Background: an optimization exercise with open tools, aiming at small area, a short achievable clock period and few clock cycles per item. Do not read the settings as production practice. At most, simulation tests tie the RTL to the original design; equivalence was not proved. The RTL of runs 1 to 3 was laid out without a check of its function. Power and IR drop assume default switching activity.

--- flow/config.mk ---
export PLATFORM = sky130hd
export DESIGN_NAME = xmodem_crc_receiver_page_writer
export DESIGN_NICKNAME = xmodem_crc_receiver_page_writer
export VERILOG_FILES = /design/flow/design.v
export SDC_FILE = /design/flow/constraint.sdc
export NUM_CORES = 4
export LEC_CHECK = 0
export CAP_MARGIN = 20
export CORE_MARGIN = 2
export CORE_UTILIZATION = 40
export PLACE_DENSITY = 0.6
export SETUP_SLACK_MARGIN = 1.7
export SLEW_MARGIN = 20
export TNS_END_PERCENT = 5
--- flow/constraint.sdc ---
create_clock -name core_clock -period 4.0 [get_ports {clk}]
set_input_delay 0.8000 -clock core_clock [delete_from_list [all_inputs] [get_ports {clk}]]
set_output_delay 0.8000 -clock core_clock [all_outputs]
set_load 0.01 [all_outputs]
--- flow/design.v ---
package xcrc_pkg;
    localparam int PAYLOAD_BYTES  = 128;
    localparam int ADDR_BITS      = 21;
    localparam int WORD_ADDR_BITS = ADDR_BITS - 1;
    localparam int WORDS          = PAYLOAD_BYTES / 2;
    localparam int POS_PAYLOAD = 3;
    localparam int POS_LAST    = POS_PAYLOAD + PAYLOAD_BYTES - 1;
    localparam int POS_CRC_HI  = POS_PAYLOAD + PAYLOAD_BYTES;
    localparam int POS_CRC_LO  = POS_CRC_HI + 1;
    localparam logic [7:0]  EOT_BYTE = 8'h04;
    localparam logic [15:0] CRC_POLY = 16'h1021;
    localparam logic [1:0] REPLY_NONE = 2'd0;
    localparam logic [1:0] REPLY_ACK  = 2'd1;
    localparam logic [1:0] REPLY_NAK  = 2'd2;
endpackage
import xcrc_pkg::*;
module xcrc_front (
    input  logic        clk,
    input  logic        rst_n,
    input  logic        cfg_wr_en,
    input  logic [19:0] cfg_word_addr,
    input  logic        push,
    output logic        full,
    input  logic        in_cmd,
    input  logic [7:0]  in_byte,
    output logic        word_en,
    output logic [15:0] word_data,
    output logic        good,
    output logic        frame_restart,
    output logic        reply_push,
    output logic        reply_eot,
    output logic [19:0] frame_addr,
    input  logic        store_near_full,
    input  logic        show_busy,
    input  logic        reply_near_store,
    input  logic [1:0]  reply_count
);
    function automatic logic [15:0] crc_byte(input logic [15:0] crc_in,
                                             input logic [7:0]  data);
        logic [15:0] crc;
        crc = crc_in ^ {data, 8'h00};
        for (int b = 0; b < 8; b++) begin
            if (crc[15])
                crc = {crc[14:0], 1'b0} ^ CRC_POLY;
            else
                crc = {crc[14:0], 1'b0};
        end
        crc_byte = crc;
    endfunction
    logic        full_q;
    logic        accept;
    logic        in_v_q;
    logic        in_cmd_q;
    logic [7:0]  in_byte_q;
    logic [19:0] start_q;
    logic [19:0] addr_q;
    logic        active_q, active_n;
    logic [7:0]  pos_q, pos_n;
    logic [15:0] crc_q;
    logic        hi_ok_q;
    logic [7:0]  hold_q;
    logic        eot_q;
    logic        we_q;
    logic        lo_ok_q;
    logic        c_soh_q, c_hi_q, c_lo_q, c_hold_q;
    logic        data_item;
    logic        at_soh, at_hi, at_lo, in_pay;
    logic        crc_ok;
    logic [1:0]  count_after;
    logic        hz_reply, hz_good, hz_store;
    assign full   = full_q;
    assign accept = push && !full_q;
    always_ff @(posedge clk or negedge rst_n)
    begin
        if (!rst_n)
        begin
            in_v_q <= 1'b0;
            we_q   <= 1'b0;
        end
        else
        begin
            in_v_q <= accept;
            we_q   <= accept && !in_cmd && active_n && (pos_n >= 8'(POS_PAYLOAD)) &&
                      (pos_n <= 8'(POS_LAST)) && !pos_n[0];
        end
    end
    always_ff @(posedge clk)
    begin
        in_cmd_q  <= in_cmd;
        in_byte_q <= in_byte;
        eot_q     <= (in_byte == EOT_BYTE);
        lo_ok_q   <= (in_byte == crc_q[7:0]);
    end
    always_ff @(posedge clk or negedge rst_n)
    begin
        if (!rst_n)
        begin
            start_q <= '0;
            addr_q  <= '0;
        end
        else
        begin
            if (cfg_wr_en)
                start_q <= cfg_word_addr;
            if (accept && in_cmd)
                addr_q <= start_q;
            else if (good)
                addr_q[19:6] <= addr_q[19:6] + 14'd1;
        end
    end
    assign data_item = in_v_q && !in_cmd_q && active_q;
    assign at_soh    = c_soh_q;
    assign at_hi     = c_hi_q;
    assign at_lo     = c_lo_q;
    assign in_pay    = c_hold_q || we_q;
    assign crc_ok    = hi_ok_q && lo_ok_q;
    assign word_en    = we_q;
    assign word_data  = {hold_q, in_byte_q};
    assign good       = data_item && at_lo && crc_ok;
    assign reply_eot  = data_item && at_soh && eot_q;
    assign reply_push = reply_eot || (data_item && at_lo && !crc_ok);
    assign frame_addr = addr_q;
    assign frame_restart = (in_v_q && in_cmd_q) || (data_item && at_lo);
    always_comb
    begin
        active_n = active_q;
        pos_n    = pos_q;
        if (in_v_q && in_cmd_q)
        begin
            active_n = 1'b1;
            pos_n    = '0;
        end
        else if (data_item)
        begin
            if (reply_eot)
                active_n = 1'b0;
            pos_n = at_lo ? 8'd0 : pos_q + 8'd1;
        end
    end
    always_ff @(posedge clk or negedge rst_n)
    begin
        if (!rst_n)
            active_q <= 1'b0;
        else
            active_q <= active_n;
    end
    always_ff @(posedge clk)
    begin
        pos_q    <= pos_n;
        c_soh_q  <= (pos_n == 8'd0);
        c_hi_q   <= (pos_n == 8'(POS_CRC_HI));
        c_lo_q   <= (pos_n == 8'(POS_CRC_LO));
        c_hold_q <= (pos_n >= 8'(POS_PAYLOAD)) && (pos_n <= 8'(POS_LAST)) && pos_n[0];
        if (data_item && at_soh)
            crc_q <= '0;
        else if (data_item && in_pay)
            crc_q <= crc_byte(crc_q, in_byte_q);
        if (data_item && at_hi)
            hi_ok_q <= (crc_q[15:8] == in_byte_q);
        if (data_item && c_hold_q)
            hold_q <= in_byte_q;
    end
    assign count_after = reply_count + {1'b0, reply_push};
    assign hz_reply    = (count_after == 2'd2) || (count_after == 2'd3) ||
                         ((count_after != 2'd0) && active_n && (pos_n == 8'(POS_CRC_LO)));
    assign hz_good     = active_q && (pos_q >= 8'(POS_LAST)) &&
                         ((reply_count != 2'd0) || show_busy);
    assign hz_store    = active_q && (pos_q >= 8'(POS_PAYLOAD - 1)) &&
                         (pos_q <= 8'(POS_LAST)) && (store_near_full || reply_near_store);
    always_ff @(posedge clk or negedge rst_n)
    begin
        if (!rst_n)
            full_q <= 1'b0;
        else
            full_q <= hz_reply || hz_good || hz_store;
    end
endmodule
module xcrc_cmd_fifo (
    input  logic       clk,
    input  logic       rst_n,
    input  logic       wr_en,
    input  logic       wr_eot,
    input  logic       rd_en,
    output logic       rd_eot,
    output logic [1:0] count
);
    logic [1:0] count_q;
    logic       slot0_q, slot1_q;
    assign count  = count_q;
    assign rd_eot = slot0_q;
    always_ff @(posedge clk or negedge rst_n)
    begin
        if (!rst_n)
            count_q <= '0;
        else
            count_q <= count_q + {1'b0, wr_en} - {1'b0, rd_en};
    end
    always_ff @(posedge clk)
    begin
        if (rd_en)
        begin
            slot0_q <= (wr_en && (count_q == 2'd1)) ? wr_eot : slot1_q;
            if (wr_en)
                slot1_q <= wr_eot;
        end
        else if (wr_en)
        begin
            if (count_q == 2'd0)
                slot0_q <= wr_eot;
            else
                slot1_q <= wr_eot;
        end
    end
endmodule
import xcrc_pkg::*;
module xcrc_back (
    input  logic        clk,
    input  logic        rst_n,
    input  logic        word_en,
    input  logic [15:0] word_data,
    input  logic        good,
    input  logic        frame_restart,
    input  logic [19:0] frame_addr,
    input  logic [1:0]  reply_count,
    input  logic        reply_eot,
    output logic        reply_pop,
    output logic        store_near_full,
    output logic        show_busy,
    output logic        reply_near_store,
    input  logic        pop,
    output logic        empty,
    output logic        res_word_valid,
    output logic [19:0] res_word_address,
    output logic [15:0] res_word_data,
    output logic [1:0]  res_reply,
    output logic        res_transfer_done,
    output logic        res_last
);
    logic [WORDS-1:0][15:0] store_q;
    logic [6:0]  vcnt_q;     
    logic        drain_q;    
    logic        last_q;     
    logic [6:0]  wcnt_q;     
    logic [6:0]  wcnt_n;
    logic [6:0]  bot_q;      
    logic [6:0]  wcnt_ahead;
    logic [6:0]  bot_top;    
    logic        empty_q;
    logic        sw_q;       
    logic        o_wv_q, o_td_q, o_last_q;
    logic [1:0]  o_reply_q;
    logic [19:0] o_addr_q;
    logic        take;
    logic        top;
    logic        next_word;
    logic        free;
    logic        load_reply;
    logic [WORDS-1:0] stage_en;
    assign take       = !empty_q && pop;
    assign top        = sw_q && pop;
    assign next_word  = top && !last_q;
    assign free       = empty_q || (take && (!o_wv_q || last_q));
    assign load_reply = free && (reply_count != 2'd0);
    assign reply_pop  = load_reply;
    assign wcnt_ahead = wcnt_q + {6'd0, word_en} + 7'd1;
    always_comb
    begin
        if (wcnt_ahead >= 7'd32)
            bot_top = 7'd63;
        else if (wcnt_ahead >= 7'd16)
            bot_top = 7'd31;
        else if (wcnt_ahead >= 7'd8)
            bot_top = 7'd15;
        else if (wcnt_ahead >= 7'd4)
            bot_top = 7'd7;
        else if (wcnt_ahead >= 7'd2)
            bot_top = 7'd3;
        else
            bot_top = 7'd1;
    end
    assign store_near_full  = drain_q && ((bot_top + vcnt_q) >= 7'd64);
    assign show_busy        = drain_q || !empty_q;
    assign reply_near_store = ((!empty_q && !o_wv_q) || (reply_count != 2'd0)) &&
                              (wcnt_q >= 7'd30);
    assign wcnt_n = frame_restart ? 7'd0 : word_en ? wcnt_q + 7'd1 : wcnt_q;
    assign empty             = empty_q;
    assign res_word_valid    = o_wv_q;
    assign res_word_address  = o_addr_q;
    assign res_word_data     = store_q[WORDS-1];
    assign res_reply         = o_reply_q;
    assign res_transfer_done = o_td_q;
    assign res_last          = o_last_q;
    always_comb
    begin
        stage_en[0] = bot_q[0] ? word_en : top;
        for (int i = 1; i < WORDS; i++)
            stage_en[i] = bot_q[$clog2(i + 1)] ? word_en : top;
    end
    always_ff @(posedge clk)
    begin
        if (stage_en[0])
            store_q[0] <= word_data;
        for (int i = 1; i < WORDS - 1; i++)
            if (stage_en[i])
                store_q[i] <= store_q[i-1];
        if (stage_en[WORDS-1] || load_reply)
            store_q[WORDS-1] <= load_reply ? 16'd0 : store_q[WORDS-2];
    end
    always_ff @(posedge clk or negedge rst_n)
    begin
        if (!rst_n)
        begin
            drain_q <= 1'b0;
            empty_q <= 1'b1;
            sw_q    <= 1'b0;
        end
        else
        begin
            if (good)
                drain_q <= 1'b1;
            else if (top && last_q)
                drain_q <= 1'b0;
            if (good || next_word || load_reply)
                empty_q <= 1'b0;
            else if (free)
                empty_q <= 1'b1;
            if (good || next_word)
                sw_q <= 1'b1;
            else if (free)
                sw_q <= 1'b0;
        end
    end
    always_ff @(posedge clk)
    begin
        wcnt_q   <= wcnt_n;
        bot_q[0] <= 1'b1;
        for (int j = 1; j < 7; j++)
            bot_q[j] <= (wcnt_n >= 7'(1 << (j - 1)));
        if (good)
        begin
            vcnt_q <= 7'd64;
            last_q <= 1'b0;
        end
        else if (top)
        begin
            vcnt_q <= vcnt_q - 7'd1;
            last_q <= (vcnt_q == 7'd2);
        end
        if (good)
        begin
            o_wv_q    <= 1'b1;
            o_addr_q  <= frame_addr;
            o_reply_q <= REPLY_NONE;
            o_td_q    <= 1'b0;
            o_last_q  <= 1'b0;
        end
        else if (next_word)
        begin
            o_wv_q    <= 1'b1;
            o_addr_q  <= o_addr_q + 20'd1;
            o_reply_q <= (vcnt_q == 7'd2) ? REPLY_ACK : REPLY_NONE;
            o_td_q    <= 1'b0;
            o_last_q  <= (vcnt_q == 7'd2);
        end
        else if (load_reply)
        begin
            o_wv_q    <= 1'b0;
            o_addr_q  <= '0;
            o_reply_q <= reply_eot ? REPLY_ACK : REPLY_NAK;
            o_td_q    <= reply_eot;
            o_last_q  <= 1'b1;
        end
    end
endmodule
import xcrc_pkg::*;
module xmodem_crc_receiver_page_writer (
    input  logic                                clk,
    input  logic                                rst_n,
    input  logic                                cfg_wr_en,
    input  logic [xcrc_pkg::ADDR_BITS-1:0]      cfg_wr_data,
    input  logic                                push,
    output logic                                full,
    input  logic                                in_cmd,
    input  logic [7:0]                          in_byte,
    input  logic                                pop,
    output logic                                empty,
    output logic                                res_word_valid,
    output logic [xcrc_pkg::WORD_ADDR_BITS-1:0] res_word_address,
    output logic [15:0]                         res_word_data,
    output logic [1:0]                          res_reply,
    output logic                                res_transfer_done,
    output logic                                res_last
);
    logic        word_en;
    logic [15:0] word_data;
    logic        good;
    logic        reply_push;
    logic        reply_eot_in;
    logic [19:0] frame_addr;
    logic        frame_restart;
    logic        store_near_full;
    logic        show_busy;
    logic        reply_near_store;
    logic [1:0]  reply_count;
    logic        reply_pop;
    logic        reply_eot_out;
    xcrc_front u_front (
        .clk             (clk),
        .rst_n           (rst_n),
        .cfg_wr_en       (cfg_wr_en),
        .cfg_word_addr   (cfg_wr_data[20:1]),
        .push            (push),
        .full            (full),
        .in_cmd          (in_cmd),
        .in_byte         (in_byte),
        .word_en         (word_en),
        .word_data       (word_data),
        .good            (good),
        .frame_restart   (frame_restart),
        .reply_push      (reply_push),
        .reply_eot       (reply_eot_in),
        .frame_addr      (frame_addr),
        .store_near_full (store_near_full),
        .show_busy       (show_busy),
        .reply_near_store(reply_near_store),
        .reply_count     (reply_count)
    );
    xcrc_cmd_fifo u_reply_q (
        .clk    (clk),
        .rst_n  (rst_n),
        .wr_en  (reply_push),
        .wr_eot (reply_eot_in),
        .rd_en  (reply_pop),
        .rd_eot (reply_eot_out),
        .count  (reply_count)
    );
    xcrc_back u_back (
        .clk               (clk),
        .rst_n             (rst_n),
        .word_en           (word_en),
        .word_data         (word_data),
        .good              (good),
        .frame_restart     (frame_restart),
        .frame_addr        (frame_addr),
        .reply_count       (reply_count),
        .reply_eot         (reply_eot_out),
        .reply_pop         (reply_pop),
        .store_near_full   (store_near_full),
        .show_busy         (show_busy),
        .reply_near_store  (reply_near_store),
        .pop               (pop),
        .empty             (empty),
        .res_word_valid    (res_word_valid),
        .res_word_address  (res_word_address),
        .res_word_data     (res_word_data),
        .res_reply         (res_reply),
        .res_transfer_done (res_transfer_done),
        .res_last          (res_last)
    );
endmodule
--- flow/run.sh ---
#!/bin/bash
# synth_recipe.tcl (not shown) runs the flow's synth.tcl, then flattens the netlist and writes it again
# the make line also repeats each setting of config.mk as NAME=value (left out here)
make -C /OpenROAD-flow-scripts/flow DESIGN_CONFIG=/design/flow/config.mk WORK_HOME=/design/flow/orfs CLKGATE_MAP_FILE= SYNTH_SCRIPT=/design/flow/synth_recipe.tcl finish
==> results of run 1 <==
[worst max-delay path, cell delays in order, from the launching register on]
cell and delay (ns):
dfrtp_1 0.38, inv_1 0.06, ha_2 0.17, inv_2 0.05
ha_4 0.17, xnor2_2 0.15, nand3_2 0.13, o31ai_4 0.10
nand2_1 0.11, or2_4 0.25, ha_4 0.21, a211oi_2 0.22
o21ai_1 0.08, o211ai_1 0.13, xnor2_1 0.18, nand3_1 0.10
nand3_1 0.09
[per-layer routing]
layer,up-vias,GRT usage,share of wire
met4,0,0.0373,0.028
li1,7092,-,-
met1,7512,0.134,0.47
met2,255,0.145,0.46
met5,-,0,0
met3,106,0.0283,0.045
[cell usage after synthesis, drive strengths merged, types with 20 or more instances]
cell    number  area [um2]
a21oi       33         165
and2        20         125
buf         24         161
clkbuf      21        78.8
dfrtp       48        1200
dfxtp       65        1300
edfxtp    1055       31700
inv         23        86.3
mux2        27         304
nand2       91         342
nand3       30         150
nor2        75         282
o21ai       30         150
xnor2       49         429
xor2        37         324
[how the worst max path moves through the flow]
stage | startpoint | end | cells past startpoint
5_1_grt | u_front.we_q | u_front.full_q | 16
2_1_floorplan | pop | u_back.store_q[1008] | 3
6_report | u_front.we_q | u_front.full_q | 16
4_1_cts | u_back.o_addr_q[3] | res_word_address[3] | 1
3_3_place_gp | pop | u_back.store_q[1021] | 5
3_5_place_dp | pop | u_back.store_q[1018] | 5
[logic make-up (layout without fill, tap and decap cells)]
kind of cell | after synthesis | in the layout | share of synthesized area
flops | 1169 | 1169 | 0.906
xor+xnor | 86 | 86 | 0.0199
mux | 28 | 28 | 0.00831
buf+inv | 68 | 348 | 0.00864
fa+ha+maj | 17 | 17 | 0.00563
other cells | 0 | 1 | 0
simple gates | 286 | 286 | 0.0370
compound gates | 95 | 95 | 0.0149
[sequential cells by signal (all words and copies together), names as in the netlist, 2 cells and up]
signal             cells
u_back.store_q      1024
u_back.o_addr_q       20
u_front.addr_q        20
u_front.start_q       20
u_front.crc_q         16
u_front.hold_q         8
u_front.in_byte_q      8
u_front.pos_q          8
u_back.vcnt_q          7
u_back.wcnt_q          7
u_back.bot_q           6
u_back.o_reply_q       2
u_reply_q.count_q      2
[per-stage QoR]
stage,hold WS [ns],instances,power [W],setup slack [ns],util
3_5_place_dp,0.405,3062,0.0159,1.01,0.431
6_report,0.138,3284,0.0254,1.35,0.470
3_3_place_gp,0.401,3062,0.0158,1.03,0.431
5_1_grt,0.133,3283,0.0265,1.17,0.470
2_1_floorplan,0.400,1749,0.0152,-5.90,-
4_1_cts,0.313,3273,0.0257,1.43,0.469
[power groups by stage]
stage | logic, W | registers [W] | clock network, W
finish | 0.00166 | 0.0140 | 0.00969
global route | 0.00183 | 0.0141 | 0.0105
CTS | 0.00163 | 0.0140 | 0.0101
detailed placement | 0.00155 | 0.0143 | 0
global placement | 0.00152 | 0.0143 | 0
floorplan | 0.00100 | 0.0142 | 0
[layout make-up]
cell class | count | area share
multi-input cells | 512 | 0.0771
well taps | 1254 | 0.0357
clock buffers | 133 | 0.0651
diodes | 1 | 0.0000570
inverters | 23 | 0.00197
flip-flops and latches | 1169 | 0.779
repair buffers | 122 | 0.0285
clock inverters | 70 | 0.0130
[what timing repair did]
action,4_1_cts,5_1_grt
setup buffers,8,10
pin swaps,7,3
resized for setup,19,12
endpoints found under the setup margin,44,255
==> out/qor.yml, run 1 <==
run_status:
  status: "timing/DRC/antenna clean"
clock_tree:
  cts_buffers: 110
  root_buffer: "clkbuf_16"
  htreeDepth: 3
  clock_path_buffers: 3
  cts.sink_count: 1169
  hold_buffers: 0
  cts_tree: "yes"
  cts.reportedPaths.clkPinSlew_ns: 0.06
  clock_latency_ns: 0.67
yosys:
  yosys_warnings: 3
  netlist_area_um2: 37800
  synth_edf_count: 1055
  yosysSeqAreaShare: 0.906
  synthesis.nets: 1801
  ys.flop_type: "edfxtp_1"
  synth_seq_cells: 1169
  netlist_instances: 1749
  synthArstFlopShare: 0.0419
  avgSynthCellArea_um2: 21.6
  synth_cell_types: 56
pwr:
  p_leak_nw: 13.5
  comb_power_share: 0.066
  switching_share: 0.216
  power.switching_w: 0.00548
  internal_power_w: 0.0199
  powerDensity_nw_per_um2: 578
  p_seq_frac: 0.553
  ir_worst_vdd_v: 0.000363
  clkPwrFrac: 0.382
floorplan:
  rows: 112
  die-area_um2: 96900
  die_x_um: 311
  coreArea_um2: 93500
  io_pins: 78
  die_y_um: 311
  start_util: 0.404
final_layout:
  final_area_um2: 43900
  nFillCells: 7708
  drive_gt1_frac: 0.124
  multiInputGateArea_um2: 3390
  seqCellArea_um2: 34200
  final_cell_mix: "1055 x edfxtp_1, 110 x clkbuf_16, 89 x nand2_1, 73 x nor2_1, 64 x dfxtp_1"
  layout.nets: 1990
  layout_commonest_cell: "edfxtp_1"
  area_delta_synth_final_pct: 16.3
drt:
  routedWlPerCell_um: 14.5
  ant_nets: 0
  dr.pass1.iters: 6
  wirelength_mm: 47.6
  viasPerCell: 4.56
  drt_iter0_markers: 1213
  drc: 0
  vias: 15000
grt:
  antenna_found_initial: 0
  grt_start_max_net_pins: 139
  grt_pass1_vias: 14800
  grt_pass1_wl_mm: 77.1
  overflow: 0
  grt_use_total: 0.0967
sta:
  max-slew-margin-rel: 0.426
  setup_tns_ns: 0
  setup_viol: 0
  worst_pin_slew_ns: 0.858
  finalCriticalPeriod_ns: 2.65
  finalMaxSlewViolations: 0
  finalHoldViolCount: 0
  fin_crit_sh: 0.662
  rsz0062_at_grt: "true"
  fmax_mhz: 378
  skew_ns: 0.0257
setup_path:
  crit_required_ns: 4.61
  rr_worst_depth: 16
  reg2reg_to: "u_front.full_q"
  crit_type: "register to register"
  reg2reg_slack_ns: 1.35
  arrival_ns: 3.26
  r2r_start: "u_front.we_q"
  worstPathMaxFanout: 5
  startpoint_type: "register"
  endpoint_kind: "register"
placement:
  routabilityCongestion: 0.799
  placed_cell_area_um2: 40300
  dp.final_hpwl_mm: 24.8
  port_buffers: 76
worst_hold_path:
  hp-class: "input port to asynchronous set/reset pin"
job:
  maxCapViolations: 0
==> run 2: changes to the inputs <==
==> flow/flow/run.sh (new file) <==
#!/bin/bash
# The standard layout, with plain buffers (sky130_fd_sc_hd__buf_2, resizable within the buf
# footprint) on the ports instead of the default delay-buffer cell.
set -euo pipefail
bash standard.sh finish "BUFFER_PORTS_ARGS=-buffer_cell sky130_fd_sc_hd__buf_2" > standard_finish.log 2>&1
==> flow/standard.sh (new file) <==
#!/bin/bash
# synth_recipe.tcl (not shown) runs the flow's synth.tcl, then flattens the netlist and writes it again
# the make line also repeats each setting of config.mk as NAME=value (left out here)
make -C /OpenROAD-flow-scripts/flow DESIGN_CONFIG=/design/flow/config.mk WORK_HOME=/design/flow/orfs CLKGATE_MAP_FILE= SYNTH_SCRIPT=/design/flow/synth_recipe.tcl "${@:-finish}"
--- a/flow/config.mk
+++ b/flow/config.mk
@@ -9,6 +9,6 @@
 export CORE_MARGIN = 2
 export CORE_UTILIZATION = 40
 export PLACE_DENSITY = 0.6
-export SETUP_SLACK_MARGIN = 1.7
+export SETUP_SLACK_MARGIN = 1.9
 export SLEW_MARGIN = 20
 export TNS_END_PERCENT = 5
removed: flow/run.sh
==> run 2 against run 1 <==
Core utilization decreased by 0.31 points. Sequential power about the same. Register-to-register slack about the same. First-iteration DRC count decreased by 0.49%. Largest cell class unchanged. Flip-flop and latch count unchanged. Critical endpoint unchanged. Die area unchanged. Highest routed layer unchanged.
==> out/qor.yml, run 2 <==
sta:
  finalCriticalPeriod_ns: 2.65  # +0.00636 ns
  setup_tns_ns: 0  # unchanged
  fin_crit_sh: 0.663  # +0.00159
  skew_ns: 0.0486  # +0.0229 ns
  fin_hold_ws_ns: 0.126  # -0.0117 ns
  rsz0062_at_grt: "true"
  timing.final.ws_setup_ns: 1.35  # -0.00636 ns
  setup_viol: 0  # unchanged
  finalHoldViolCount: 0  # unchanged
  fmax_mhz: 377  # -0.24%
  finalMaxSlewViolations: 0  # unchanged
  worst_pin_slew_ns: 1.06  # +0.205 ns
  max-slew-margin-rel: 0.289  # -0.137
job:
  maxCapViolations: 0  # unchanged
setup_path:
  arrival_ns: 3.27  # about the same
  startpoint_type: "register"
  crit_required_ns: 4.62  # about the same
  worstPathMaxFanout: 4  # -1
  endpoint_kind: "register"
  crit_type: "register to register"
yosys:
  netlist_instances: 1749  # unchanged
  yosys_warnings: 3  # unchanged
  synthTopCellsByCount: "1055 x edfxtp_1, 91 x nand2_1, 75 x nor2_1"
  synth_edf_count: 1055  # unchanged
  synth_seq_cells: 1169  # unchanged
  synthArstFlopShare: 0.0419  # unchanged
  avgSynthCellArea_um2: 21.6  # unchanged
  synthesis.nets: 1801  # unchanged
  synth_area_leader_cell: "edfxtp_1"
  yosysTopAreaCellShare: 0.839  # unchanged
  ys.flop_type: "edfxtp_1"
  yosysMostFrequentCell: "edfxtp_1"
  yosysSeqAreaShare: 0.906  # unchanged
  synth.area.top_cells: "edfxtp_1 84%, dfxtp_1 3.4%, dfrtp_1 3.2%"
  netlist_area_um2: 37800  # unchanged
  synth_cell_types: 56  # unchanged
final_layout:
  largest_register_ffs: 1024  # unchanged
  multiInputGateArea_um2: 3420  # +1.1%
  final_cell_mix: "1055 x edfxtp_1, 111 x clkbuf_16, 88 x nand2_1, 75 x buf_2, 73 x nor2_1"
  final_area_um2: 43600  # -0.66%
  final_core_util: 0.467  # -0.00311
  max_flop_register: "u_back.store_q"
  layout.nets: 1980  # -0.50%
  seqCellArea_um2: 34200  # unchanged
  area_delta_synth_final_pct: 15.5
  layout_commonest_cell: "edfxtp_1"
  drive_gt1_frac: 0.164  # +0.0402
  diodes: 0  # -1
  nFillCells: 7678  # -0.39%
clock_tree:
  root_buffer: "clkbuf_16"
  cts.sink_count: 1169  # unchanged
  clock_path_buffers: 3  # unchanged
  htreeDepth: 3  # unchanged
  cts_buffers: 108  # -1.8%
  clock_latency_ns: 0.69  # +0.02 ns
  cts.reportedPaths.clkPinSlew_ns: 0.06  # about the same
  cts_tree: "yes"
placement:
  dp.final_hpwl_mm: 25.4  # +2.3%
  placed_cell_area_um2: 39800  # -1.1%
  dp_slack_ns: 1.05  # +0.0419 ns
  port_buffers: 76  # unchanged
  routabilityCongestion: 0.816  # +2.1%
drt:
  dr.pass1.iters: 5  # -1
  wirelength_mm: 47.8  # +0.32%
  viasPerCell: 4.56  # about the same
  vias: 14900  # -0.37%
  drc: 0  # unchanged
  ant_nets: 0  # unchanged
  routedWlPerCell_um: 14.6  # +0.66%
  drt_iter0_markers: 1207  # -0.49%
grt:
  grt-busiest-layer: "met2"
  use_met3: 0.0282  # -0.000133
  antenna_found_initial: 1  # +1
  met2_usage: 0.146  # +0.00192
  grt_pass1_wl_mm: 78.3  # +1.5%
  overflow: 0  # unchanged
  grt_start_max_net_pins: 178  # +28%
  gr-usage-met1: 0.136  # +0.00204
  grt_pass1_vias: 15000  # +1.4%
  grt_use_total: 0.0977  # +0.00101
floorplan:
  die_x_um: 311  # unchanged
  start_util: 0.404  # unchanged
  die_y_um: 311  # unchanged
  io_pins: 78  # unchanged
  rows: 112  # unchanged
  coreArea_um2: 93500  # unchanged
  die-area_um2: 96900  # unchanged
pwr:
  p_leak_nw: 13.4  # -0.49%
  powerDensity_nw_per_um2: 587  # +1.5%
  ir_worst_vdd_v: 0.000376  # +3.5%
worst_hold_path:
  hp-class: "input port to asynchronous set/reset pin"
run_status:
  status: "timing/DRC/antenna clean"
==> run 2: cell counts after synthesis <==
Identical to the previous run, type by type.
==> run 2: critical path, cell delays in order (launching register included) <==
cell,delay (ns)
dfrtp_1,0.38
inv_1,0.06
ha_2,0.18
inv_2,0.05
ha_4,0.17
xnor2_2,0.13
nand3_2,0.11
o31ai_4,0.10
nand2_2,0.10
or2_4,0.25
ha_4,0.22
a211oi_2,0.23
o21ai_1,0.10
o211ai_1,0.12
xnor2_1,0.17
nand3_1,0.10
nand3_1,0.10
==> run 2: report_power, final <==
part,total (W),switching [W],leakage [nW],internal [W]
clock,0.0101,0.00432,1.74,0.00577
combinational,0.00144,0.000788,1.82,0.000656
sequential,0.0141,0.000413,9.82,0.0136
==> run 2: final cells by class <==
class	count	share of cell area
sequential	1169	0.784
multi-input combinational	512	0.0785
clock buffer	136	0.0655
tap	1254	0.0360
timing repair buffer	114	0.0176
clock inverter	65	0.0166
inverter	23	0.00198
==> run 2: per-layer routing <==
layer | vias to the layer above | routed length (um)
met5 | - | 0
met1 | 7496 | 22500
li1 | 7038 | -
met3 | 101 | 2220
met4 | 0 | 1250
met2 | 275 | 21900
==> run 2: path summary, 6_finish.rpt <==
| kind | start | to | slack (ns) | cells past startpoint |
|---|---|---|---|---|
| worst max-delay path | u_front.we_q | u_front.full_q | 1.35 | 16 |
| worst min-delay path | rst_n | u_front.start_q[16] | 0.13 | 1 |
| worst max register to register | u_front.we_q | u_front.full_q | 1.35 | 16 |
| worst min register to register | u_back.store_q[362] | u_back.store_q[378] | 0.39 | 0 |
| max in group asynchronous | rst_n | u_front.addr_q[18] | 3.45 | 1 |
| min in group core_clock | in_cmd | u_front.in_cmd_q | 0.27 | 1 |
==> run 2: logic make-up (layout without fill, tap and decap cells) <==
logic type,Yosys count,after routing,synth area share
flip-flops,1169,1169,0.906
AND/OR/NAND/NOR,286,286,0.0370
AO/OA/AOI/OAI,95,95,0.0149
XOR/XNOR,86,86,0.0199
buffers and inverters,68,338,0.00864
multiplexers,28,28,0.00831
adder cells (fa/ha/maj),17,17,0.00563
==> run 2: stage by stage <==
stage          total power [W]  instances
6_report                0.0256       3273
5_1_grt                 0.0267       3273
4_1_cts                 0.0260       3270
3_5_place_dp            0.0157       3062
3_3_place_gp            0.0156       3062
2_1_floorplan           0.0152       1749
==> run 2: what timing repair did <==
action,in CTS,in global routing
pin swaps,10,8
endpoints found under the setup margin,428,859
hold buffers,0,0
buffers inserted,7,1
cloned,0,2
resized for setup,23,6
==> run 3: changes to the inputs <==
--- a/flow/design.v
+++ b/flow/design.v
@@ -62,7 +62,7 @@
     logic        eot_q;
     logic        we_q;
     logic        lo_ok_q;
-    logic        c_soh_q, c_hi_q, c_lo_q, c_hold_q;
+    logic        c_soh_q, c_hi_q, c_lo_q, c_hold_q, c_even_q, c_tail_q, c_win_q;
     logic        data_item;
     logic        at_soh, at_hi, at_lo, in_pay;
     logic        crc_ok;
@@ -80,8 +80,8 @@
         else
         begin
             in_v_q <= accept;
-            we_q   <= accept && !in_cmd && active_n && (pos_n >= 8'(POS_PAYLOAD)) &&
-                      (pos_n <= 8'(POS_LAST)) && !pos_n[0];
+            we_q   <= accept && !in_cmd && active_n &&
+                      (data_item ? c_hold_q : (!(in_v_q && in_cmd_q) && c_even_q));
         end
     end
     always_ff @(posedge clk)
@@ -151,6 +151,9 @@
         c_hi_q   <= (pos_n == 8'(POS_CRC_HI));
         c_lo_q   <= (pos_n == 8'(POS_CRC_LO));
         c_hold_q <= (pos_n >= 8'(POS_PAYLOAD)) && (pos_n <= 8'(POS_LAST)) && pos_n[0];
+        c_even_q <= (pos_n >= 8'(POS_PAYLOAD)) && (pos_n <= 8'(POS_LAST)) && !pos_n[0];
+        c_tail_q <= (pos_n >= 8'(POS_LAST));
+        c_win_q  <= (pos_n >= 8'(POS_PAYLOAD - 1)) && (pos_n <= 8'(POS_LAST));
         if (data_item && at_soh)
             crc_q <= '0;
         else if (data_item && in_pay)
@@ -162,11 +165,10 @@
     end
     assign count_after = reply_count + {1'b0, reply_push};
     assign hz_reply    = (count_after == 2'd2) || (count_after == 2'd3) ||
-                         ((count_after != 2'd0) && active_n && (pos_n == 8'(POS_CRC_LO)));
-    assign hz_good     = active_q && (pos_q >= 8'(POS_LAST)) &&
-                         ((reply_count != 2'd0) || show_busy);
-    assign hz_store    = active_q && (pos_q >= 8'(POS_PAYLOAD - 1)) &&
-                         (pos_q <= 8'(POS_LAST)) && (store_near_full || reply_near_store);
+                         ((count_after != 2'd0) && active_q &&
+                          ((c_hi_q && data_item) || (c_lo_q && !in_v_q)));
+    assign hz_good     = active_q && c_tail_q && ((reply_count != 2'd0) || show_busy);
+    assign hz_store    = active_q && c_win_q && (store_near_full || reply_near_store);
     always_ff @(posedge clk or negedge rst_n)
     begin
         if (!rst_n)
@@ -237,14 +239,15 @@
     output logic        res_last
 );
     logic [WORDS-1:0][15:0] store_q;
-    logic [6:0]  vcnt_q;     
+    logic [6:0]  low_q;      
     logic        drain_q;    
     logic        last_q;     
     logic [6:0]  wcnt_q;     
     logic [6:0]  wcnt_n;
     logic [6:0]  bot_q;      
-    logic [6:0]  wcnt_ahead;
-    logic [6:0]  bot_top;    
+    logic [6:1]  low_ge;     
+    logic [6:1]  wr_ge;      
+    logic        wr_ok;
     logic        empty_q;
     logic        sw_q;       
     logic        o_wv_q, o_td_q, o_last_q;
@@ -262,23 +265,18 @@
     assign free       = empty_q || (take && (!o_wv_q || last_q));
     assign load_reply = free && (reply_count != 2'd0);
     assign reply_pop  = load_reply;
-    assign wcnt_ahead = wcnt_q + {6'd0, word_en} + 7'd1;
     always_comb
     begin
-        if (wcnt_ahead >= 7'd32)
-            bot_top = 7'd63;
-        else if (wcnt_ahead >= 7'd16)
-            bot_top = 7'd31;
-        else if (wcnt_ahead >= 7'd8)
-            bot_top = 7'd15;
-        else if (wcnt_ahead >= 7'd4)
-            bot_top = 7'd7;
-        else if (wcnt_ahead >= 7'd2)
-            bot_top = 7'd3;
-        else
-            bot_top = 7'd1;
+        for (int j = 1; j < 7; j++)
+        begin
+            low_ge[j] = (low_q >= 7'(1 << j));
+            wr_ge[j]  = word_en ? (wcnt_q >= 7'((1 << j) - 2)) : (wcnt_q >= 7'((1 << j) - 1));
+        end
+        wr_ok = 1'b0;
+        for (int j = 1; j < 7; j++)
+            wr_ok = wr_ok || (low_ge[j] && !wr_ge[j]);
     end
-    assign store_near_full  = drain_q && ((bot_top + vcnt_q) >= 7'd64);
+    assign store_near_full  = drain_q && !wr_ok;
     assign show_busy        = drain_q || !empty_q;
     assign reply_near_store = ((!empty_q && !o_wv_q) || (reply_count != 2'd0)) &&
                               (wcnt_q >= 7'd30);
@@ -338,13 +336,13 @@
             bot_q[j] <= (wcnt_n >= 7'(1 << (j - 1)));
         if (good)
         begin
-            vcnt_q <= 7'd64;
+            low_q  <= 7'd0;
             last_q <= 1'b0;
         end
         else if (top)
         begin
-            vcnt_q <= vcnt_q - 7'd1;
-            last_q <= (vcnt_q == 7'd2);
+            low_q  <= low_q + 7'd1;
+            last_q <= (low_q == 7'd62);
         end
         if (good)
         begin
@@ -358,9 +356,9 @@
         begin
             o_wv_q    <= 1'b1;
             o_addr_q  <= o_addr_q + 20'd1;
-            o_reply_q <= (vcnt_q == 7'd2) ? REPLY_ACK : REPLY_NONE;
+            o_reply_q <= (low_q == 7'd62) ? REPLY_ACK : REPLY_NONE;
             o_td_q    <= 1'b0;
-            o_last_q  <= (vcnt_q == 7'd2);
+            o_last_q  <= (low_q == 7'd62);
         end
         else if (load_reply)
         begin
==> run 3 against run 2 <==
Total power up 1.6%. Sequential power about the same. Clock power about the same.
==> out/qor.yml, run 3 <==
setup_path:
  endpoint_kind: "register"
  r2r_start: "u_back.sw_q"
  cp_slowest_cell: "o21ai_4"
  worstPathMaxFanout: 105  # +101
  arrival_ns: 2.45  # -0.82 ns
  crit_start: "u_back.sw_q"
  cpPeakStageDelay_ns: 0.62  # +0.24 ns
  startpoint_type: "register"
  crit_type: "register to register"
  path_cells: "nand2_8 > o21ai_4 > buf_12"
  crit_required_ns: 4.28  # -0.34 ns
drt:
  drt_iter0_markers: 1197  # -0.83%
  dr.pass1.iters: 4  # -1
  routedWlPerCell_um: 14.6  # +0.26%
  ant_nets: 0  # unchanged
  vias: 14900  # -0.047%
  drc: 0  # unchanged
  viasPerCell: 4.58  # +0.57%
  wirelength_mm: 47.6  # -0.35%
floorplan:
  start_util: 0.404  # about the same
  die_x_um: 311  # about the same
  io_pins: 78  # unchanged
  coreArea_um2: 93500  # unchanged
  die-area_um2: 96900  # about the same
  die_y_um: 311  # about the same
  rows: 112  # unchanged
sta:
  skew_ns: 0.0146  # -0.0341 ns
  rsz0062_at_grt: "true"
  fmax_mhz: 461  # +22%
  finalCriticalPeriod_ns: 2.17  # -0.485 ns
  setup_tns_ns: 0  # unchanged
  worst_pin_slew_ns: 0.828  # -0.236 ns
  finalMaxSlewViolations: 0  # unchanged
  setup_viol: 0  # unchanged
  fin_crit_sh: 0.542  # -0.121
  max-slew-margin-rel: 0.448  # +0.159
  fin_hold_ws_ns: 0.164  # +0.0382 ns
  finalHoldViolCount: 0  # unchanged
  timing.final.ws_setup_ns: 1.83  # +0.485 ns
yosys:
  yosysSeqAreaShare: 0.908  # +0.00222
  ys.flop_type: "edfxtp_1"
  yosysMostFrequentCell: "edfxtp_1"
  yosysTopAreaCellShare: 0.839  # about the same
  netlist_area_um2: 37800  # about the same
  synth.area.top_cells: "edfxtp_1 84%, dfxtp_1 3.6%, dfrtp_1 3.2%"
  synth_cell_types: 64  # +14%
  synth_area_leader_cell: "edfxtp_1"
  synthArstFlopShare: 0.0418  # -0.000107
  yosys_warnings: 3  # unchanged
  synth_edf_count: 1055  # unchanged
  netlist_instances: 1733  # -0.91%
  avgSynthCellArea_um2: 21.8  # +0.85%
  synth_seq_cells: 1172  # +0.26%
  synthTopCellsByCount: "1055 x edfxtp_1, 85 x nand2_1, 68 x dfxtp_1"
  synthesis.nets: 1779  # -1.2%
clock_tree:
  clock_path_buffers: 3  # unchanged
  cts_tree: "yes"
  cts.reportedPaths.clkPinSlew_ns: 0.06  # about the same
  htreeDepth: 3  # unchanged
  root_buffer: "clkbuf_16"
  clock_latency_ns: 0.66  # -0.03 ns
  cts_buffers: 108  # unchanged
  cts.sink_count: 1172  # +0.26%
  hold_buffers: 0  # unchanged
grt:
  grt_use_total: 0.0953  # -0.00240
  grt_start_max_net_pins: 145  # -19%
  overflow: 0  # unchanged
  antenna_found_initial: 1  # unchanged
  grt_pass1_wl_mm: 76.8  # -1.9%
  grt_pass1_vias: 14800  # -1.5%
placement:
  place_inst: 3043  # -0.62%
  dp_slack_ns: 1.19  # +0.144 ns
  port_buffers: 76  # unchanged
  routabilityCongestion: 0.822  # +0.67%
  dp.final_hpwl_mm: 24.8  # -2.5%
final_layout:
  final_cell_mix: "1055 x edfxtp_1, 109 x clkbuf_16, 82 x nand2_1, 75 x buf_2, 68 x dfxtp_1"
  drive_gt1_frac: 0.162  # -0.00278
  largest_register_ffs: 1024  # unchanged
  layout_commonest_cell: "edfxtp_1"
  layout.nets: 1956  # -1.2%
  final_cell_count_no_fill: 3253  # -0.61%
  final_core_util: 0.466  # -0.00141
  area_delta_synth_final_pct: 15.3
  max_flop_register: "u_back.store_q"
job:
  maxCapViolations: 0  # unchanged
pwr:
  p_seq_frac: 0.548  # about the same
  ir_worst_vdd_v: 0.000378  # +0.54%
  switching_share: 0.215  # -0.00122
  internal_power_w: 0.0204  # +1.8%
  clkPwrFrac: 0.389  # -0.005
  powerDensity_nw_per_um2: 598  # +1.9%
  p_leak_nw: 13.3  # -0.36%
  power.switching_w: 0.00558  # +1.0%
  comb_power_share: 0.063  # +0.007
run_status:
  status: "timing/DRC/antenna clean"
worst_hold_path:
  hp-class: "input port to asynchronous set/reset pin"
-- run 3: changes by cell type after synthesis, sizes merged, moves of 5 or more --
cell	change
nand3	-15
a21oi	+6
and3	+6
nand4	+6
o31ai	-5
ha	-6
nor3	-5
nand2	-6
nor2	-10
o21ai	+7
-- run 3: cells by family (layout without fill, tap and decap cells) --
logic type / Yosys count / count (layout) / share of synthesized area
flip-flops: 1172 / 1172 / 0.908
buffers and inverters: 61 / 324 / 0.00795
other: 0 / 1 / 0
XOR/XNOR: 81 / 81 / 0.0190
AO/OA/AOI/OAI: 111 / 113 / 0.0179
adder cells (fa/ha/maj): 11 / 11 / 0.00365
multiplexers: 31 / 31 / 0.00918
AND/OR/NAND/NOR: 266 / 266 / 0.0346
-- run 3: layer usage --
| layer | vias up | share of wire | global-route usage |
|---|---|---|---|
| met3 | 110 | 0.040 | 0.0241 |
| met5 | - | 0 | 0 |
| met1 | 7541 | 0.48 | 0.133 |
| li1 | 7010 | - | - |
| met2 | 242 | 0.45 | 0.143 |
| met4 | 0 | 0.032 | 0.0404 |
-- run 3: power by group through the flow --
| stage | registers, W | clock network, W | logic (W) |
|---|---|---|---|
| after floorplan | 0.0144 | 0 | 0.00123 |
| after global placement | 0.0145 | 0 | 0.00159 |
| after detailed placement | 0.0145 | 0 | 0.00164 |
| after CTS | 0.0142 | 0.0105 | 0.00166 |
| after global routing | 0.0143 | 0.0110 | 0.00183 |
| final | 0.0143 | 0.0101 | 0.00164 |
-- run 3: final cells by class --
cell class,count,area (um2)
fillers,7683,50000
inverters,19,71.3
well taps,1254,1570
multi-input cells,502,3290
flip-flops and latches,1172,34300
diodes,1,2.50
repair buffers,107,743
clock buffers,129,2790
clock inverters,69,776
-- run 3: timing repair --
item                                    in CTS  in global routing
resized for setup                            9                  4
cloned                                       2                  2
buffers inserted                             2                  5
pin swaps                                    2                  2
endpoints found under the setup margin     686                869
-- run 3: worst max-delay path, delay by kind of cell, from the launching register on --
kind | cells | cell delay [ns]
and+or+nand+nor | 1 | 0.16
buffers and inverters | 1 | 0.49
DFF | 1 | 0.45
AOI/OAI and AO/OA | 1 | 0.62
-- run 3: final timing paths --
path	cells after the start	slack, ns	to
setup / recovery	3	1.83	u_back.store_q[255]
setup reg to reg	3	1.83	u_back.store_q[255]
min in group core_clock	1	0.29	u_front.in_byte_q[0]
hold reg to reg	0	0.41	u_back.store_q[107]
hold / removal	1	0.16	u_front.addr_q[5]
max in group asynchronous	1	3.36	u_front.active_q
-- run 3: through the flow --
stage	total power (W)	cell area [um2]
finish	0.0260	43500
CTS	0.0264	43400
detailed placement	0.0161	39800
floorplan	0.0156	37800
global route	0.0271	43500
global placement	0.0161	39800
==> run 4: changes to the inputs <==
--- a/flow/design.v
+++ b/flow/design.v
@@ -55,7 +55,7 @@
     logic [19:0] start_q;
     logic [19:0] addr_q;
     logic        active_q, active_n;
-    logic [7:0]  pos_q, pos_n;
+    logic [7:0]  pos_q, pos_n, pos_inc;
     logic [15:0] crc_q;
     logic        hi_ok_q;
     logic [7:0]  hold_q;
@@ -121,6 +121,7 @@
     assign reply_push = reply_eot || (data_item && at_lo && !crc_ok);
     assign frame_addr = addr_q;
     assign frame_restart = (in_v_q && in_cmd_q) || (data_item && at_lo);
+    assign pos_inc = pos_q + 8'd1;
     always_comb
     begin
         active_n = active_q;
@@ -134,7 +135,7 @@
         begin
             if (reply_eot)
                 active_n = 1'b0;
-            pos_n = at_lo ? 8'd0 : pos_q + 8'd1;
+            pos_n = at_lo ? 8'd0 : pos_inc;
         end
     end
     always_ff @(posedge clk or negedge rst_n)
@@ -147,13 +148,26 @@
     always_ff @(posedge clk)
     begin
         pos_q    <= pos_n;
-        c_soh_q  <= (pos_n == 8'd0);
-        c_hi_q   <= (pos_n == 8'(POS_CRC_HI));
-        c_lo_q   <= (pos_n == 8'(POS_CRC_LO));
-        c_hold_q <= (pos_n >= 8'(POS_PAYLOAD)) && (pos_n <= 8'(POS_LAST)) && pos_n[0];
-        c_even_q <= (pos_n >= 8'(POS_PAYLOAD)) && (pos_n <= 8'(POS_LAST)) && !pos_n[0];
-        c_tail_q <= (pos_n >= 8'(POS_LAST));
-        c_win_q  <= (pos_n >= 8'(POS_PAYLOAD - 1)) && (pos_n <= 8'(POS_LAST));
+        if ((in_v_q && in_cmd_q) || (data_item && at_lo))
+        begin
+            c_soh_q  <= 1'b1;
+            c_hi_q   <= 1'b0;
+            c_lo_q   <= 1'b0;
+            c_hold_q <= 1'b0;
+            c_even_q <= 1'b0;
+            c_tail_q <= 1'b0;
+            c_win_q  <= 1'b0;
+        end
+        else if (data_item)
+        begin
+            c_soh_q  <= 1'b0;
+            c_hi_q   <= (pos_inc == 8'(POS_CRC_HI));
+            c_lo_q   <= (pos_inc == 8'(POS_CRC_LO));
+            c_hold_q <= (pos_inc >= 8'(POS_PAYLOAD)) && (pos_inc <= 8'(POS_LAST)) && pos_inc[0];
+            c_even_q <= (pos_inc >= 8'(POS_PAYLOAD)) && (pos_inc <= 8'(POS_LAST)) && !pos_inc[0];
+            c_tail_q <= (pos_inc >= 8'(POS_LAST));
+            c_win_q  <= (pos_inc >= 8'(POS_PAYLOAD - 1)) && (pos_inc <= 8'(POS_LAST));
+        end
         if (data_item && at_soh)
             crc_q <= '0;
         else if (data_item && in_pay)
--- a/flow/config.mk
+++ b/flow/config.mk
@@ -8,7 +8,9 @@
 export CAP_MARGIN = 20
 export CORE_MARGIN = 2
 export CORE_UTILIZATION = 40
+export CTS_CLUSTER_DIAMETER = 100
+export CTS_CLUSTER_SIZE = 28
 export PLACE_DENSITY = 0.6
-export SETUP_SLACK_MARGIN = 1.9
+export SETUP_SLACK_MARGIN = 2.0
 export SLEW_MARGIN = 20
 export TNS_END_PERCENT = 5
==> run 4 against run 3 <==
Final cell count decreased by 2.8%. Core utilization shrank 2.1 points. Highest routed layer unchanged. Clock skew is 0.035 ns higher. Clock-buffer cell count is 67 lower. Final area is 4.4% lower. Global-route usage is 0.41 points lower. Register-to-register slack better by 0.15 ns. Die area is 0.46% higher. Critical path type is now register to output pin. Sequential power rose by 9%. Total power fell by 12%. Flip-flop and latch count is the same. Via count shrank 0.44%.
==> out/qor.yml, run 4 <==
run_status:
  status: "timing/DRC/antenna clean"
final_layout:
  drive_gt1_frac: 0.117  # -0.0448
  area_delta_synth_final_pct: 9.65
  final_area_um2: 41600  # -4.4%
  final_cell_mix: "1055 x edfxtp_1, 89 x nand2_1, 75 x buf_2, 64 x dfxtp_1, 60 x nor2_1"
  nFillCells: 7955  # +3.5%
  layout.nets: 1939  # -0.87%
  largest_register_ffs: 1024  # unchanged
  max_flop_register: "u_back.store_q"
  layout_commonest_cell: "edfxtp_1"
  final_core_util: 0.444  # -0.0212
  seqCellArea_um2: 34300  # about the same
  multiInputGateArea_um2: 3480  # +6.0%
sta:
  rsz0062_at_grt: "true"
  finalCriticalPeriod_ns: 2.17  # +0.00603 ns
  worst_pin_slew_ns: 0.851  # +0.0230 ns
  fmax_mhz: 460  # -0.28%
  setup_viol: 0  # unchanged
  skew_ns: 0.0497  # +0.0351 ns
  max-slew-margin-rel: 0.433  # -0.0153
  finalHoldViolCount: 0  # unchanged
  fin_crit_sh: 0.543  # +0.00151
  finalMaxSlewViolations: 0  # unchanged
clock_tree:
  hold_buffers: 0  # unchanged
  clock_latency_ns: 0.64  # -0.02 ns
  clock_path_buffers: 3  # unchanged
  cts.sink_count: 1172  # unchanged
  cts_tree: "yes"
  htreeDepth: 2  # -1
  root_buffer: "clkbuf_16"
  cts_buffers: 48  # -56%
  cts.reportedPaths.clkPinSlew_ns: 0.11  # +0.05 ns
yosys:
  synthTopCellsByCount: "1055 x edfxtp_1, 92 x nand2_1, 68 x dfxtp_1"
  synth_cell_types: 61  # -4.7%
  ys.flop_type: "edfxtp_1"
  yosysMostFrequentCell: "edfxtp_1"
  yosys_warnings: 3  # unchanged
  synth_seq_cells: 1172  # unchanged
  netlist_instances: 1773  # +2.3%
  netlist_area_um2: 37900  # +0.47%
  synthArstFlopShare: 0.0418  # unchanged
  yosysSeqAreaShare: 0.904  # -0.00422
  synth_area_leader_cell: "edfxtp_1"
  synth_edf_count: 1055  # unchanged
  avgSynthCellArea_um2: 21.4  # -1.8%
  synthesis.nets: 1822  # +2.4%
  yosysTopAreaCellShare: 0.835  # -0.00390
  synth.area.top_cells: "edfxtp_1 84%, dfxtp_1 3.6%, dfrtp_1 3.2%"
setup_path:
  cpPeakStageDelay_ns: 0.58  # -0.04 ns
  endpoint: "empty"
  arrival_ns: 1.37  # -1.08 ns
  rr_worst_depth: 6  # +3
  worstPathMaxFanout: 4  # -96%
  reg2reg_slack_ns: 1.98  # +0.15 ns
  r2r_start: "u_front.we_q"
  crit_required_ns: 3.20  # -1.08 ns
  cp_slowest_cell: "dfstp_2"
  cp_top_family: "flip-flops"
  endpoint_kind: "output pin"
  reg2reg_to: "u_front.full_q"
  crit_type: "register to output pin"
  cp_num_cells: 1  # -2
  worst-path-buf-inv: 1  # unchanged
  crit_start: "u_back.empty_q"
  startpoint_type: "register"
  path_cells: "buf_2"
drt:
  ant_nets: 0  # unchanged
  dr.pass1.iters: 5  # +1
  vias: 14800  # -0.44%
  drc: 0  # unchanged
  wirelength_mm: 46.5  # -2.3%
  viasPerCell: 4.69  # +2.4%
  drt_iter0_markers: 1462  # +22%
  routedWlPerCell_um: 14.7  # +0.45%
floorplan:
  die_y_um: 312  # +0.23%
  start_util: 0.405  # +0.00128
  die-area_um2: 97300  # +0.46%
  io_pins: 78  # unchanged
  rows: 112  # unchanged
  die_x_um: 312  # +0.23%
  coreArea_um2: 93600  # +0.15%
grt:
  grt_pass1_vias: 14200  # -3.8%
  antenna_found_initial: 0  # -1
  grt_start_max_net_pins: 164  # +13%
  overflow: 0  # unchanged
  grt_pass1_wl_mm: 74.2  # -3.3%
  grt_use_total: 0.0913  # -0.00405
placement:
  routabilityCongestion: 0.809  # -1.5%
  port_buffers: 76  # unchanged
  dp.final_hpwl_mm: 25.1  # +1.3%
  placed_cell_area_um2: 39900  # +0.38%
pwr:
  ir_worst_vdd_v: 0.000329  # -13%
  powerDensity_nw_per_um2: 549  # -8.1%
  p_leak_nw: 13.9  # +4.1%
job:
  maxCapViolations: 0  # unchanged
worst_hold_path:
  hp-class: "input port to asynchronous set/reset pin"
==> run 4: cell count changes after synthesis, sizes merged, moves of 4 or more <==
| cell | before | now |
|---|---|---|
| and2 | 21 | 27 |
| xnor2 | 46 | 41 |
| clkbuf | 17 | 24 |
| nor2 | 65 | 61 |
| nand3 | 15 | 26 |
| a21oi | 39 | 47 |
| nand2 | 85 | 92 |
| nand4 | 19 | 24 |
==> run 4: area by class of cell <==
cell class                      instances  share of cell area
Inverter                               19             0.00171
Timing Repair Buffer                  113              0.0194
Tap cell                             1254              0.0377
Antenna cell                            1           0.0000602
Sequential cell                      1172               0.824
Clock buffer                           62              0.0304
Clock inverter                          6             0.00265
Multi-Input combinational cell        536              0.0838
==> run 4: cells by family (layout without fill, tap and decap cells) <==
group / count (synthesis) / count (layout) / share of synthesized area
simple gates: 289 / 289 / 0.0372
other cells: 0 / 1 / 0
fa+ha+maj: 14 / 14 / 0.00462
mux: 29 / 29 / 0.00861
flops: 1172 / 1172 / 0.904
xor+xnor: 78 / 78 / 0.0180
buf+inv: 67 / 200 / 0.00854
compound gates: 124 / 126 / 0.0194
==> run 4: power breakdown <==
part           switching, W  internal, W
combinational      0.000957     0.000591
sequential         0.000637       0.0150
clock               0.00339      0.00229
==> run 4: layer usage <==
metal | global-route usage | vias up | wire length [um]
met5 | 0 | - | 0
met2 | 0.139 | 259 | 21300
met3 | 0.0164 | 79 | 1900
li1 | - | 6970 | -
met1 | 0.134 | 7530 | 22300
met4 | 0.0294 | 0 | 1090
==> run 4: per-stage QoR <==
step | cells | worst slack, ns | total power [W] | hold WS, ns | TNS, ns
2_1_floorplan | 1773 | -5.92 | 0.0170 | 0.400 | -4195.37
3_3_place_gp | 3077 | 1.28 | 0.0173 | 0.400 | 0
3_5_place_dp | 3077 | 1.25 | 0.0174 | 0.405 | 0
4_1_cts | 3146 | 1.74 | 0.0231 | 0.270 | 0
5_1_grt | 3162 | 1.78 | 0.0239 | 0.180 | 0
6_report | 3163 | 1.83 | 0.0228 | 0.165 | 0
==> run 4: repair_timing <==
item	4_1_cts	5_1_grt
hold endpoints to repair	0	0
setup buffers	0	13
endpoints found under the setup margin	530	648
gates cloned	1	3
gates resized for setup	0	30
pin swaps	1	5
==> run 4: worst min-delay path by stage <==
stage	end	slack, ns	depth (start not counted)
6_report	u_front.start_q[16]	0.17	1
5_1_grt	u_front.start_q[2]	0.18	1
4_1_cts	u_front.in_cmd_q	0.27	1
3_3_place_gp	u_back.store_q[70]	0.40	0
3_5_place_dp	u_back.store_q[101]	0.40	0
2_1_floorplan	u_back.store_q[1000]	0.40	0
Testbench counts of run 4, summed over its fixed seeds: cycles 26,118, frames 192.
==> run 5: changes to the inputs <==
==> flow/flow/run.sh (replaced) <==
#!/bin/bash
# The standard layout, with plain buffers (sky130_fd_sc_hd__buf_2, resizable within the buf
# footprint) on the ports instead of the default delay-buffer cell, and clock tree synthesis
# without dummy loads and with larger sink clusters.
set -euo pipefail
bash standard.sh finish "BUFFER_PORTS_ARGS=-buffer_cell sky130_fd_sc_hd__buf_2" \
    "CTS_ARGS=-sink_clustering_enable -repair_clock_nets -dont_use_dummy_load -sink_clustering_size 28 -sink_clustering_max_diameter 100" \
    > standard_finish.log 2>&1
--- a/flow/config.mk
+++ b/flow/config.mk
@@ -7,10 +7,8 @@
 export LEC_CHECK = 0
 export CAP_MARGIN = 20
 export CORE_MARGIN = 2
-export CORE_UTILIZATION = 40
-export CTS_CLUSTER_DIAMETER = 100
-export CTS_CLUSTER_SIZE = 28
-export PLACE_DENSITY = 0.6
+export CORE_UTILIZATION = 60
+export PLACE_DENSITY = 0.75
 export SETUP_SLACK_MARGIN = 2.0
 export SLEW_MARGIN = 20
 export TNS_END_PERCENT = 5
==> run 5 against run 4 <==
Still clean on timing, DRC and antenna. Setup slack better by 0.069 ns. Fmax up 3.3%. Final area fell by 1.6%. Flip-flop and latch count unchanged. Critical path type unchanged. Critical endpoint unchanged. Largest power group unchanged. Highest routed layer unchanged.
==> out/qor.yml, run 5 <==
drt:
  vias: 14700  # -0.97%
  wirelength_mm: 50.0  # +7.6%
  dr.pass1.iters: 5  # unchanged
  routedWlPerCell_um: 18.3  # +25%
  viasPerCell: 5.38  # +15%
  drt_iter0_markers: 1113  # -24%
  ant_nets: 0  # unchanged
  drc: 0  # unchanged
grt:
  grt_pass1_vias: 14200  # -0.049%
  overflow: 0  # unchanged
  grt_start_max_net_pins: 95  # -42%
  grt_pass1_wl_mm: 76.3  # +2.8%
  antenna_found_initial: 1  # +1
  grt_use_total: 0.146  # +0.0545
sta:
  finalCriticalPeriod_ns: 2.10  # -0.0694 ns
  skew_ns: 0.0609  # +0.0113 ns
  setup_viol: 0  # unchanged
  finalMaxSlewViolations: 0  # unchanged
  rsz0062_at_grt: "true"
  setup_tns_ns: 0  # unchanged
  max-slew-margin-rel: 0.402  # -0.0310
  fmax_mhz: 475  # +3.3%
  fin_crit_sh: 0.526  # -0.0173
  fin_hold_ws_ns: 0.221  # +0.0560 ns
  finalHoldViolCount: 0  # unchanged
  worst_pin_slew_ns: 0.897  # +0.0467 ns
yosys:
  yosys_warnings: 3  # unchanged
  synthesis.nets: 1822  # unchanged
  yosysTopAreaCellShare: 0.835  # unchanged
  netlist_instances: 1773  # unchanged
  synth_cell_types: 61  # unchanged
  netlist_area_um2: 37900  # unchanged
  avgSynthCellArea_um2: 21.4  # unchanged
  synthTopCellsByCount: "1055 x edfxtp_1, 92 x nand2_1, 68 x dfxtp_1"
  synth.area.top_cells: "edfxtp_1 84%, dfxtp_1 3.6%, dfrtp_1 3.2%"
  synth_area_leader_cell: "edfxtp_1"
  synth_seq_cells: 1172  # unchanged
  yosysSeqAreaShare: 0.904  # unchanged
  synthArstFlopShare: 0.0418  # unchanged
  yosysMostFrequentCell: "edfxtp_1"
  ys.flop_type: "edfxtp_1"
  synth_edf_count: 1055  # unchanged
floorplan:
  rows: 92  # -18%
  die_y_um: 255  # -18%
  start_util: 0.605  # +0.199
  die-area_um2: 65200  # -33%
  coreArea_um2: 62700  # -33%
  die_x_um: 255  # -18%
  io_pins: 78  # unchanged
setup_path:
  r2r_start: "u_front.we_q"
  cp_top_family: "flip-flops"
  path_cells: "buf_2"
  reg2reg_slack_ns: 1.94  # -0.04 ns
  cp_num_cells: 1  # unchanged
  startpoint_type: "register"
  worstPathMaxFanout: 4  # unchanged
  worst-path-buf-inv: 1  # unchanged
  rr_worst_depth: 5  # -1
  crit_required_ns: 3.20  # about the same
  arrival_ns: 1.30  # -0.07 ns
  cpPeakStageDelay_ns: 0.57  # about the same
  crit_type: "register to output pin"
  reg2reg_to: "u_front.full_q"
  endpoint_kind: "output pin"
  cp_slowest_cell: "dfstp_2"
final_layout:
  max_flop_register: "u_back.store_q"
  layout.nets: 1934  # -0.26%
  nFillCells: 4015  # -50%
  final_core_util: 0.652  # +0.208
  area_delta_synth_final_pct: 7.85
  final_cell_mix: "1055 x edfxtp_1, 89 x nand2_1, 75 x buf_2, 65 x dfxtp_1, 60 x nor2_1"
  final_cell_count_no_fill: 2731  # -14%
  largest_register_ffs: 1024  # unchanged
  layout_commonest_cell: "edfxtp_1"
  final_area_um2: 40900  # -1.6%
  drive_gt1_frac: 0.108  # -0.00854
pwr:
  powerDensity_nw_per_um2: 551  # +0.30%
  ir_worst_vdd_v: 0.000347  # +5.3%
  switching_share: 0.214  # -0.00377
  comb_power_share: 0.070  # +0.002
  p_leak_nw: 13.8  # -0.46%
  power.switching_w: 0.00483  # -3.0%
  clkPwrFrac: 0.235  # -0.013
  internal_power_w: 0.0177  # -0.87%
  p_seq_frac: 0.694  # +0.010
worst_hold_path:
  hp-class: "input port to asynchronous set/reset pin"
clock_tree:
  cts.sink_count: 1172  # unchanged
  cts_buffers: 47  # -2.1%
  clock_path_buffers: 3  # unchanged
  root_buffer: "clkbuf_16"
  cts.reportedPaths.clkPinSlew_ns: 0.10  # about the same
  clock_latency_ns: 0.63  # about the same
  htreeDepth: 2  # unchanged
  cts_tree: "yes"
placement:
  dp.final_hpwl_mm: 25.3  # +0.89%
  routabilityCongestion: 0.822  # +1.6%
  place_inst: 2674  # -13%
  placed_cell_area_um2: 39500  # -1.1%
  port_buffers: 76  # unchanged
job:
  maxCapViolations: 0  # unchanged
run_status:
  status: "timing/DRC/antenna clean"
[run 5: cell counts after synthesis]
Identical to the previous run, type by type.
[run 5: how the worst max path moves through the flow]
stage	startpoint	end
floorplan	pop	u_back.store_q[1008]
detailed placement	pop	u_back.o_addr_q[19]
global placement	pop	u_back.o_addr_q[19]
CTS	u_front.we_q	u_back.store_q[710]
finish	u_back.empty_q	empty
global route	u_back.empty_q	empty
[run 5: power by group through the flow]
stage | logic, W | clock network (W) | registers [W]
final | 0.00158 | 0.00530 | 0.0156
after global routing | 0.00177 | 0.00588 | 0.0158
after CTS | 0.00157 | 0.00551 | 0.0157
after detailed placement | 0.00154 | 0 | 0.0159
after global placement | 0.00147 | 0 | 0.0158
after floorplan | 0.00117 | 0 | 0.0158
[run 5: layer usage]
layer | track usage | vias up | part of all wire
met5 | 0 | - | 0
met4 | 0.0422 | 0 | 0.021
met3 | 0.0211 | 69 | 0.029
met2 | 0.239 | 199 | 0.49
met1 | 0.208 | 7495 | 0.46
li1 | - | 6931 | -
[run 5: repair_timing]
item,CTS,global route
pin swaps,1,1
gates cloned,2,5
resized for setup,10,11
setup endpoints to repair,786,894
buffers inserted,1,0
hold buffers,0,0
[run 5: metrics by stage]
step | total power (W) | setup WS (ns)
floorplan | 0.0170 | -5.92
global placement | 0.0173 | 0.856
detailed placement | 0.0174 | 0.696
CTS | 0.0227 | 1.78
global route | 0.0234 | 1.83
finish | 0.0225 | 1.90
[run 5: area by class of cell]
| type | instances | area [um2] | share of cell area |
|---|---|---|---|
| sequential | 1172 | 34300 | 0.838 |
| multi-input combinational | 535 | 3440 | 0.0841 |
| clock buffer | 47 | 1180 | 0.0288 |
| tap | 846 | 1060 | 0.0259 |
| timing repair buffer | 110 | 882 | 0.0216 |
| inverter | 19 | 71.3 | 0.00174 |
| antenna | 2 | 5.00 | 0.000122 |
[run 5: cells by family after synthesis]
| group | after synthesis | synth area share |
|---|---|---|
| fa+ha+maj | 14 | 0.00462 |
| flops | 1172 | 0.904 |
| xor+xnor | 78 | 0.0180 |
| mux | 29 | 0.00861 |
| buf+inv | 67 | 0.00854 |
| compound gates | 124 | 0.0194 |
| simple gates | 289 | 0.0372 |

## port drivers added, routing unchanged
In the flow no input, the clock included, has a driving cell. The finished layouts below were timed again as built, in two steps. Step 1 (the two cells are an assumption about what drives the block):
set clk [get_ports {clk}]
set_driving_cell -lib_cell sky130_fd_sc_hd__clkbuf_16 $clk
set_driving_cell -lib_cell sky130_fd_sc_hd__buf_2 [delete_from_list [all_inputs] $clk]
Step 2 moves the port delays by t, midway between the first and last clock arrival at a register: inputs arrive t later, outputs are due t later. That takes back most of the time a late clock gives input paths. Three values: ideal ports, drivers, drivers and shift; two values: the first two.
run	shift t [ns]	setup slack, ns	hold slack, ns	latest minus earliest clock arrival (ns)	cell pins on the clock port's net
run 1	0.726	1.354 / 1.354 / 1.009	0.138 / 0.104 / 0.404	0.038 / 0.038	1
run 2	0.720	1.347 / 1.347 / 1.264	0.126 / 0.090 / 0.385	0.052 / 0.051	1
run 3	0.705	1.833 / 1.781 / 1.290	0.164 / 0.133 / 0.409	0.020 / 0.020	1
run 4	0.678	1.827 / 1.765 / 1.538	0.165 / 0.129 / 0.382	0.053 / 0.053	1
run 5	0.653	1.896 / 1.841 / 1.426	0.221 / 0.194 / 0.390	0.063 / 0.063	1
After both steps every run listed still meets setup and hold. For run 3, which loses most, drivers alone change the setup slack by -0.052 ns; drivers and shift together by -0.543 ns.
